Context: an optimization exercise on an open-source flow, tuned for small area. The choices shown serve that exercise and are no tape-out recipe.
Only simulation tests tie the RTL to the original design; equivalence was not proved.
Power and IR drop assume default switching activity.

## the baseline
==> module vga_timing, before the edit <==
module vga_timing (
  input  logic       vgaclk,
  input  logic       rst_n,
  output logic [9:0] hc,
  output logic [9:0] vc,        
  output logic       hsync_n,
  output logic       vsync_n,
  output logic       visible
);
  logic late;
  logic hvis, vvis;
  always_ff @(posedge vgaclk or negedge rst_n)
  begin
    if (!rst_n)
    begin
      hc <= 10'd582;              
      vc <= 10'(-277);            
    end
    else
    begin
      hc <= (hc == 10'd799) ? 10'd0 : hc + 10'd1;
      if (hc == 10'd479)
        vc <= (vc == 10'd247) ? 10'(-277) : vc + 10'd1;
    end
  end
  always_comb
  begin
    late    = (hc >= 10'd480) && (hc < 10'd584);
    hsync_n = !((hc >= 10'd592) && (hc < 10'd688));
    if (late)
      vsync_n = !((vc == 10'(-274)) || (vc == 10'(-273)));
    else
      vsync_n = !((vc == 10'(-275)) || (vc == 10'(-274)));
    hvis    = (hc >= 10'd736) || (hc < 10'd576);
    if (late)
      vvis = ($signed(vc) >= -10'sd239) && ($signed(vc) <= 10'sd240);
    else
      vvis = ($signed(vc) >= -10'sd240) && ($signed(vc) <= 10'sd239);
    visible = hvis && vvis;
  end
endmodule
==> module clock_face_top, before the edit <==
module clock_face_top (
  input  logic        vgaclk,
  input  logic        rst_n,
  input  logic [16:0] now,      
  output logic        hsync,
  output logic        vsync,
  output logic        sync_b,
  output logic [23:0] rgb       
);
  logic [9:0] hc, vc;
  logic [7:0] ady;
  logic       hsync_n, vsync_n, visible;
  logic [5:0] tick_second, tick_minute, tick_hour;
  logic       hit_second, hit_minute, hit_hour;
  vga_timing i_vga_timing (
    .vgaclk  (vgaclk),
    .rst_n   (rst_n),
    .hc      (hc),
    .vc      (vc),
    .hsync_n (hsync_n),
    .vsync_n (vsync_n),
    .visible (visible)
  );
  assign ady = vc[9] ? 8'(-vc) : vc[7:0];
  hand_angle i_hand_angle (
    .vgaclk      (vgaclk),
    .now         (now),
    .sample      (!vsync_n),
    .tick_second (tick_second),
    .tick_minute (tick_minute),
    .tick_hour   (tick_hour)
  );
  hand_raster i_hand_raster (
    .vgaclk      (vgaclk),
    .hc          (hc),
    .ady         (ady),
    .dyneg       (vc[9]),
    .tick_second (tick_second),
    .tick_minute (tick_minute),
    .tick_hour   (tick_hour),
    .hit_second  (hit_second),
    .hit_minute  (hit_minute),
    .hit_hour    (hit_hour)
  );
  face_composer i_face_composer (
    .hsync_n    (hsync_n),
    .vsync_n    (vsync_n),
    .visible    (visible),
    .hc         (hc),
    .ady        (ady),
    .hit_second (hit_second),
    .hit_minute (hit_minute),
    .hit_hour   (hit_hour),
    .hsync      (hsync),
    .vsync      (vsync),
    .sync_b     (sync_b),
    .rgb        (rgb)
  );
endmodule
clock: 39.7 ns
lec_check: 0
abc_area: 1
cap_margin: 0
core_margin: 2
core_utilization: 62
cts_buf_list: sky130_fd_sc_hd__clkbuf_4 sky130_fd_sc_hd__clkbuf_8
cts_cluster_diameter: 60
cts_cluster_size: 20
gpl_timing_driven: 0
slew_margin: 0
standard.sh (not shown) runs the stock make flow with config.mk's settings and CLKGATE_MAP_FILE= SYNTH_SCRIPT=/design/flow/synth_recipe.tcl, a recipe that flattens the netlist after the stock synthesis.
==> flow/flow/run.sh <==
#!/bin/bash
# Own flow: the standard layout (standard.sh) with these changes:
#  - synthesis maps the logic with ABC alone: no Yosys full/half adder
#    extraction (ADDER_MAP_FILE empty) and an area-oriented ABC script
#    (flow/abc_area.script); register inference, names and cell types are
#    those of the standard synthesis
#  - the port buffers are the smallest buffer (buf_1)
#  - clock tree synthesis without dummy loads
#  - synthesis' pass-through buffers removed before placement (flow/pre_gpl.tcl)
set -euo pipefail
W=$PWD
rm -rf "$W/scripts_own"
mkdir -p "$W/scripts_own"
cp -r "$FLOW_HOME/scripts/." "$W/scripts_own/"
cp "$W/flow/abc_area.script" "$W/scripts_own/abc_area.script"
cp "$W/flow/abc_area.script" "$W/scripts_own/abc_speed.script"
# standard.sh's make line, run for the synthesis step with the two changes
MK=$(grep '^make ' "$W/standard.sh" | sed 's/"\${@:-finish}"//')
eval "$MK ADDER_MAP_FILE= SCRIPTS_DIR=$W/scripts_own synth" > "$W/synth_own.log" 2>&1
# everything after synthesis as standard, but for the port buffer cell and
# the clock tree options
export PRE_GLOBAL_PLACE_TCL="$W/flow/pre_gpl.tcl"
export BUFFER_PORTS_ARGS="-buffer_cell sky130_fd_sc_hd__buf_1"
export CTS_ARGS="-sink_clustering_enable -repair_clock_nets -sink_clustering_size 20 -sink_clustering_max_diameter 60 -buf_list sky130_fd_sc_hd__clkbuf_8 -dont_use_dummy_load"
bash "$W/standard.sh" finish > "$W/layout_std.log" 2>&1
==> flow/flow/abc_area.script <==
&get -n
&st
&deepsyn -T 60
&dch -f
&nf -R 1000
&put
mfs2
&get -n
&st
&dch -f
&nf -R 1000
&put
topo
==> flow/flow/pre_gpl.tcl <==
# before global placement: drop the buffers synthesis put on pass-through
# nets (the port buffers inserted next replace them), as the standard flow
# does when its placement is timing driven
remove_buffers
Relative to the baseline, the following input files were edited for the candidate:
==> flow/design.v, changed modules only <==
module vga_timing (
  input  logic       vgaclk,
  input  logic       rst_n,
  output logic [9:0] hc,
  output logic       vneg,      
  output logic [8:0] vmag,      
  output logic       hsync_n,
  output logic       vsync_n,
  output logic       visible
);
  logic late;
  logic hvis, vvis;
  always_ff @(posedge vgaclk or negedge rst_n)
  begin
    if (!rst_n)
    begin
      hc <= 10'd582;              
      vneg <= 1'b1;               
      vmag <= 9'd277;
    end
    else
    begin
      hc <= (hc == 10'd799) ? 10'd0 : hc + 10'd1;
      if (hc == 10'd479)
      begin
        if (!vneg)
        begin
          if (vmag == 9'd247)
          begin
            vneg <= 1'b1;
            vmag <= 9'd277;
          end
          else
            vmag <= vmag + 9'd1;
        end
        else
        begin
          if (vmag == 9'd1)
            vneg <= 1'b0;
          vmag <= vmag - 9'd1;
        end
      end
    end
  end
  always_comb
  begin
    late    = (hc >= 10'd480) && (hc < 10'd584);
    hsync_n = !((hc >= 10'd592) && (hc < 10'd688));
    if (late)
      vsync_n = !(vneg && ((vmag == 9'd274) || (vmag == 9'd273)));
    else
      vsync_n = !(vneg && ((vmag == 9'd275) || (vmag == 9'd274)));
    hvis    = (hc >= 10'd736) || (hc < 10'd576);
    vvis    = (vmag <= 9'd239) || ((vmag == 9'd240) && (late ^ vneg));
    visible = hvis && vvis;
  end
endmodule
module clock_face_top (
  input  logic        vgaclk,
  input  logic        rst_n,
  input  logic [16:0] now,      
  output logic        hsync,
  output logic        vsync,
  output logic        sync_b,
  output logic [23:0] rgb       
);
  logic [9:0] hc;
  logic       vneg;
  logic [8:0] vmag;
  logic [7:0] ady;
  logic       hsync_n, vsync_n, visible;
  logic [5:0] tick_second, tick_minute, tick_hour;
  logic       hit_second, hit_minute, hit_hour;
  vga_timing i_vga_timing (
    .vgaclk  (vgaclk),
    .rst_n   (rst_n),
    .hc      (hc),
    .vneg    (vneg),
    .vmag    (vmag),
    .hsync_n (hsync_n),
    .vsync_n (vsync_n),
    .visible (visible)
  );
  assign ady = vmag[7:0];
  hand_angle i_hand_angle (
    .vgaclk      (vgaclk),
    .now         (now),
    .sample      (!vsync_n),
    .tick_second (tick_second),
    .tick_minute (tick_minute),
    .tick_hour   (tick_hour)
  );
  hand_raster i_hand_raster (
    .vgaclk      (vgaclk),
    .hc          (hc),
    .ady         (ady),
    .dyneg       (vneg),
    .tick_second (tick_second),
    .tick_minute (tick_minute),
    .tick_hour   (tick_hour),
    .hit_second  (hit_second),
    .hit_minute  (hit_minute),
    .hit_hour    (hit_hour)
  );
  face_composer i_face_composer (
    .hsync_n    (hsync_n),
    .vsync_n    (vsync_n),
    .visible    (visible),
    .hc         (hc),
    .ady        (ady),
    .hit_second (hit_second),
    .hit_minute (hit_minute),
    .hit_hour   (hit_hour),
    .hsync      (hsync),
    .vsync      (vsync),
    .sync_b     (sync_b),
    .rgb        (rgb)
  );
endmodule
### Flow results
The candidate: flow completed, timing, DRC and antenna clean. Synthesized area per cell in the candidate is 1.0% above the baseline. Compared to the baseline, the candidate leaves more free space in the core. From the baseline to the candidate the numbers moved as follows: final total power fell about 0.32%; sum of net half-perimeters after detailed placement rose by 1.6%. For the reported clock group power, the candidate came in about 0.8% lower than the baseline did. Higher worst-path maximum fanout was reported by the baseline, not the candidate. Sort the candidate and the baseline by endpoint arrival time on the critical path, ascending, and the candidate comes first. Post-route fraction of the period consumed by the critical path for the candidate: 3.2 points down relative to the baseline. Wire length on met1, the candidate vs the baseline: up by a few percent. Between the candidate and the baseline, worst-case clock skew is lower for the baseline, the candidate comes in above that. Between the candidate and the baseline, it is the candidate whose sequential share of cell area is higher, by 0.36 points. In the flow results for the candidate and the baseline, the synthesized cell count is smaller on the candidate. Sort the candidate and the baseline by post-route cell area desc -> top: the baseline.

========
## TR
RTL: one of the versions met above, not the one the previous note started from.
Size in the first run: ~910 cells after synthesis, roughly 7800 um^2 of cells after synthesis.
==> module vga_timing, before the edit <==
module vga_timing (
  input  logic       vgaclk,
  input  logic       rst_n,
  output logic [9:0] hc,
  output logic       vneg,      
  output logic [8:0] vmag,      
  output logic       hsync_n,
  output logic       vsync_n,
  output logic       visible
);
  logic late;
  logic hvis, vvis;
  always_ff @(posedge vgaclk or negedge rst_n)
  begin
    if (!rst_n)
    begin
      hc <= 10'd582;              
      vneg <= 1'b1;               
      vmag <= 9'd277;
    end
    else
    begin
      hc <= (hc == 10'd799) ? 10'd0 : hc + 10'd1;
      if (hc == 10'd479)
      begin
        if (!vneg)
        begin
          if (vmag == 9'd247)
          begin
            vneg <= 1'b1;
            vmag <= 9'd277;
          end
          else
            vmag <= vmag + 9'd1;
        end
        else
        begin
          if (vmag == 9'd1)
            vneg <= 1'b0;
          vmag <= vmag - 9'd1;
        end
      end
    end
  end
  always_comb
  begin
    late    = (hc >= 10'd480) && (hc < 10'd584);
    hsync_n = !((hc >= 10'd592) && (hc < 10'd688));
    if (late)
      vsync_n = !(vneg && ((vmag == 9'd274) || (vmag == 9'd273)));
    else
      vsync_n = !(vneg && ((vmag == 9'd275) || (vmag == 9'd274)));
    hvis    = (hc >= 10'd736) || (hc < 10'd576);
    vvis    = (vmag <= 9'd239) || ((vmag == 9'd240) && (late ^ vneg));
    visible = hvis && vvis;
  end
endmodule
==> module clock_face_top, before the edit <==
module clock_face_top (
  input  logic        vgaclk,
  input  logic        rst_n,
  input  logic [16:0] now,      
  output logic        hsync,
  output logic        vsync,
  output logic        sync_b,
  output logic [23:0] rgb       
);
  logic [9:0] hc;
  logic       vneg;
  logic [8:0] vmag;
  logic [7:0] ady;
  logic       hsync_n, vsync_n, visible;
  logic [5:0] tick_second, tick_minute, tick_hour;
  logic       hit_second, hit_minute, hit_hour;
  vga_timing i_vga_timing (
    .vgaclk  (vgaclk),
    .rst_n   (rst_n),
    .hc      (hc),
    .vneg    (vneg),
    .vmag    (vmag),
    .hsync_n (hsync_n),
    .vsync_n (vsync_n),
    .visible (visible)
  );
  assign ady = vmag[7:0];
  hand_angle i_hand_angle (
    .vgaclk      (vgaclk),
    .now         (now),
    .sample      (!vsync_n),
    .tick_second (tick_second),
    .tick_minute (tick_minute),
    .tick_hour   (tick_hour)
  );
  hand_raster i_hand_raster (
    .vgaclk      (vgaclk),
    .hc          (hc),
    .ady         (ady),
    .dyneg       (vneg),
    .tick_second (tick_second),
    .tick_minute (tick_minute),
    .tick_hour   (tick_hour),
    .hit_second  (hit_second),
    .hit_minute  (hit_minute),
    .hit_hour    (hit_hour)
  );
  face_composer i_face_composer (
    .hsync_n    (hsync_n),
    .vsync_n    (vsync_n),
    .visible    (visible),
    .hc         (hc),
    .ady        (ady),
    .hit_second (hit_second),
    .hit_minute (hit_minute),
    .hit_hour   (hit_hour),
    .hsync      (hsync),
    .vsync      (vsync),
    .sync_b     (sync_b),
    .rgb        (rgb)
  );
endmodule
clock: 39.7 ns
lec_check: 0
abc_area: 1
cap_margin: 0
core_margin: 2
core_utilization: 62
cts_buf_list: sky130_fd_sc_hd__clkbuf_4 sky130_fd_sc_hd__clkbuf_8
cts_cluster_diameter: 60
cts_cluster_size: 20
gpl_timing_driven: 0
slew_margin: 0
==> flow/flow/run.sh <==
#!/bin/bash
# Own flow: the standard layout (standard.sh) with these changes:
#  - synthesis maps the logic with ABC alone: no Yosys full/half adder
#    extraction (ADDER_MAP_FILE empty) and an area-oriented ABC script
#    (flow/abc_area.script); register inference, names and cell types are
#    those of the standard synthesis
#  - the port buffers are the smallest buffer (buf_1)
#  - clock tree synthesis without dummy loads
#  - synthesis' pass-through buffers removed before placement (flow/pre_gpl.tcl)
set -euo pipefail
W=$PWD
rm -rf "$W/scripts_own"
mkdir -p "$W/scripts_own"
cp -r "$FLOW_HOME/scripts/." "$W/scripts_own/"
cp "$W/flow/abc_area.script" "$W/scripts_own/abc_area.script"
cp "$W/flow/abc_area.script" "$W/scripts_own/abc_speed.script"
# standard.sh's make line, run for the synthesis step with the two changes
MK=$(grep '^make ' "$W/standard.sh" | sed 's/"\${@:-finish}"//')
eval "$MK ADDER_MAP_FILE= SCRIPTS_DIR=$W/scripts_own synth" > "$W/synth_own.log" 2>&1
# everything after synthesis as standard, but for the port buffer cell and
# the clock tree options
export PRE_GLOBAL_PLACE_TCL="$W/flow/pre_gpl.tcl"
export BUFFER_PORTS_ARGS="-buffer_cell sky130_fd_sc_hd__buf_1"
export CTS_ARGS="-sink_clustering_enable -repair_clock_nets -sink_clustering_size 20 -sink_clustering_max_diameter 60 -root_buf sky130_fd_sc_hd__clkbuf_8 -buf_list sky130_fd_sc_hd__clkbuf_4 -dont_use_dummy_load"
bash "$W/standard.sh" finish > "$W/layout_std.log" 2>&1
Scripts as last shown in full above: flow/flow/abc_area.script, flow/flow/pre_gpl.tcl
Changes in AL relative to TR:
-- flow/design.v --
<<< TR, line 33
  input  logic       rst_n,
  output logic [9:0] hc,
  output logic       vneg,      
  output logic [8:0] vmag,      
  output logic       hsync_n,
  output logic       vsync_n,
>>> AL, line 33
  input  logic       rst_n,
  output logic [9:0] hc,
  output logic [9:0] vc,        
  output logic       hsync_n,
  output logic       vsync_n,
<<< TR, line 46
    begin
      hc <= 10'd582;              
      vneg <= 1'b1;               
      vmag <= 9'd277;
    end
    else
>>> AL, line 45
    begin
      hc <= 10'd582;              
      vc <= 10'(-277);            
    end
    else
<<< TR, line 53
      hc <= (hc == 10'd799) ? 10'd0 : hc + 10'd1;
      if (hc == 10'd479)
      begin
        if (!vneg)
        begin
          if (vmag == 9'd247)
          begin
            vneg <= 1'b1;
            vmag <= 9'd277;
          end
          else
            vmag <= vmag + 9'd1;
        end
        else
        begin
          if (vmag == 9'd1)
            vneg <= 1'b0;
          vmag <= vmag - 9'd1;
        end
      end
    end
  end
>>> AL, line 51
      hc <= (hc == 10'd799) ? 10'd0 : hc + 10'd1;
      if (hc == 10'd479)
        vc <= (vc == 10'd247) ? 10'(-277) : vc + 10'd1;
    end
  end
<<< TR, line 78
    hsync_n = !((hc >= 10'd592) && (hc < 10'd688));
    if (late)
      vsync_n = !(vneg && ((vmag == 9'd274) || (vmag == 9'd273)));
    else
      vsync_n = !(vneg && ((vmag == 9'd275) || (vmag == 9'd274)));
    hvis    = (hc >= 10'd736) || (hc < 10'd576);
    vvis    = (vmag <= 9'd239) || ((vmag == 9'd240) && (late ^ vneg));
    visible = hvis && vvis;
  end
>>> AL, line 59
    hsync_n = !((hc >= 10'd592) && (hc < 10'd688));
    if (late)
      vsync_n = !((vc == 10'(-274)) || (vc == 10'(-273)));
    else
      vsync_n = !((vc == 10'(-275)) || (vc == 10'(-274)));
    hvis    = (hc >= 10'd736) || (hc < 10'd576);
    if (late)
      vvis = ($signed(vc) >= -10'sd239) && ($signed(vc) <= 10'sd240);
    else
      vvis = ($signed(vc) >= -10'sd240) && ($signed(vc) <= 10'sd239);
    visible = hvis && vvis;
  end
<<< TR, line 558
  output logic [23:0] rgb       
);
  logic [9:0] hc;
  logic       vneg;
  logic [8:0] vmag;
  logic [7:0] ady;
  logic       hsync_n, vsync_n, visible;
>>> AL, line 542
  output logic [23:0] rgb       
);
  logic [9:0] hc, vc;
  logic [7:0] ady;
  logic       hsync_n, vsync_n, visible;
<<< TR, line 569
    .rst_n   (rst_n),
    .hc      (hc),
    .vneg    (vneg),
    .vmag    (vmag),
    .hsync_n (hsync_n),
    .vsync_n (vsync_n),
    .visible (visible)
  );
  assign ady = vmag[7:0];
  hand_angle i_hand_angle (
    .vgaclk      (vgaclk),
>>> AL, line 551
    .rst_n   (rst_n),
    .hc      (hc),
    .vc      (vc),
    .hsync_n (hsync_n),
    .vsync_n (vsync_n),
    .visible (visible)
  );
  assign ady = vc[9] ? 8'(-vc) : vc[7:0];
  hand_angle i_hand_angle (
    .vgaclk      (vgaclk),
<<< TR, line 588
    .hc          (hc),
    .ady         (ady),
    .dyneg       (vneg),
    .tick_second (tick_second),
    .tick_minute (tick_minute),
>>> AL, line 569
    .hc          (hc),
    .ady         (ady),
    .dyneg       (vc[9]),
    .tick_second (tick_second),
    .tick_minute (tick_minute),
==> comparison <==
Fmax: AL below TR. [AL] share of the synthesized netlist area taken by xor and xnor gates rose 3.1 points relative to TR. Against TR, AL reports a synthesized area that is higher. Higher clock period minus final worst setup slack goes to AL over TR. Compared with TR, filler cell count in the final layout in AL increased slightly. Wire length (AL vs. TR) decreases slightly.

separate check: timing with driven ports:
No port has a modelled driver above. Below, the same layouts with a new extraction and two added sets of constraints.
Step 1 (the two cells are an assumption about what drives the block):
set clk [get_ports {vgaclk}]
set_driving_cell -lib_cell sky130_fd_sc_hd__clkbuf_16 $clk
set_driving_cell -lib_cell sky130_fd_sc_hd__buf_2 [delete_from_list [all_inputs] $clk]
Step 2 also shifts input and output timing later by t, the mid clock arrival at the registers, as if the neighbouring blocks saw the same clock.
Slacks: ideal ports / drivers / drivers and shift; pairs: ideal ports / drivers.
| run | shift t [ns] | slack for setup (ns) | worst hold slack (ns) |
|---|---|---|---|
| the baseline | 0.476 | 25.066 / 25.027 / 25.503 | 0.440 / 0.440 / 0.440 |
| the candidate | 0.471 | 26.340 / 26.301 / 26.703 | 0.446 / 0.446 / 0.446 |
| TR | 0.438 | 26.367 / 26.329 / 26.614 | 0.445 / 0.445 / 0.445 |
| AL | 0.442 | 25.118 / 25.079 / 25.521 | 0.428 / 0.428 / 0.428 |
After both steps setup and hold are still met in every run listed.
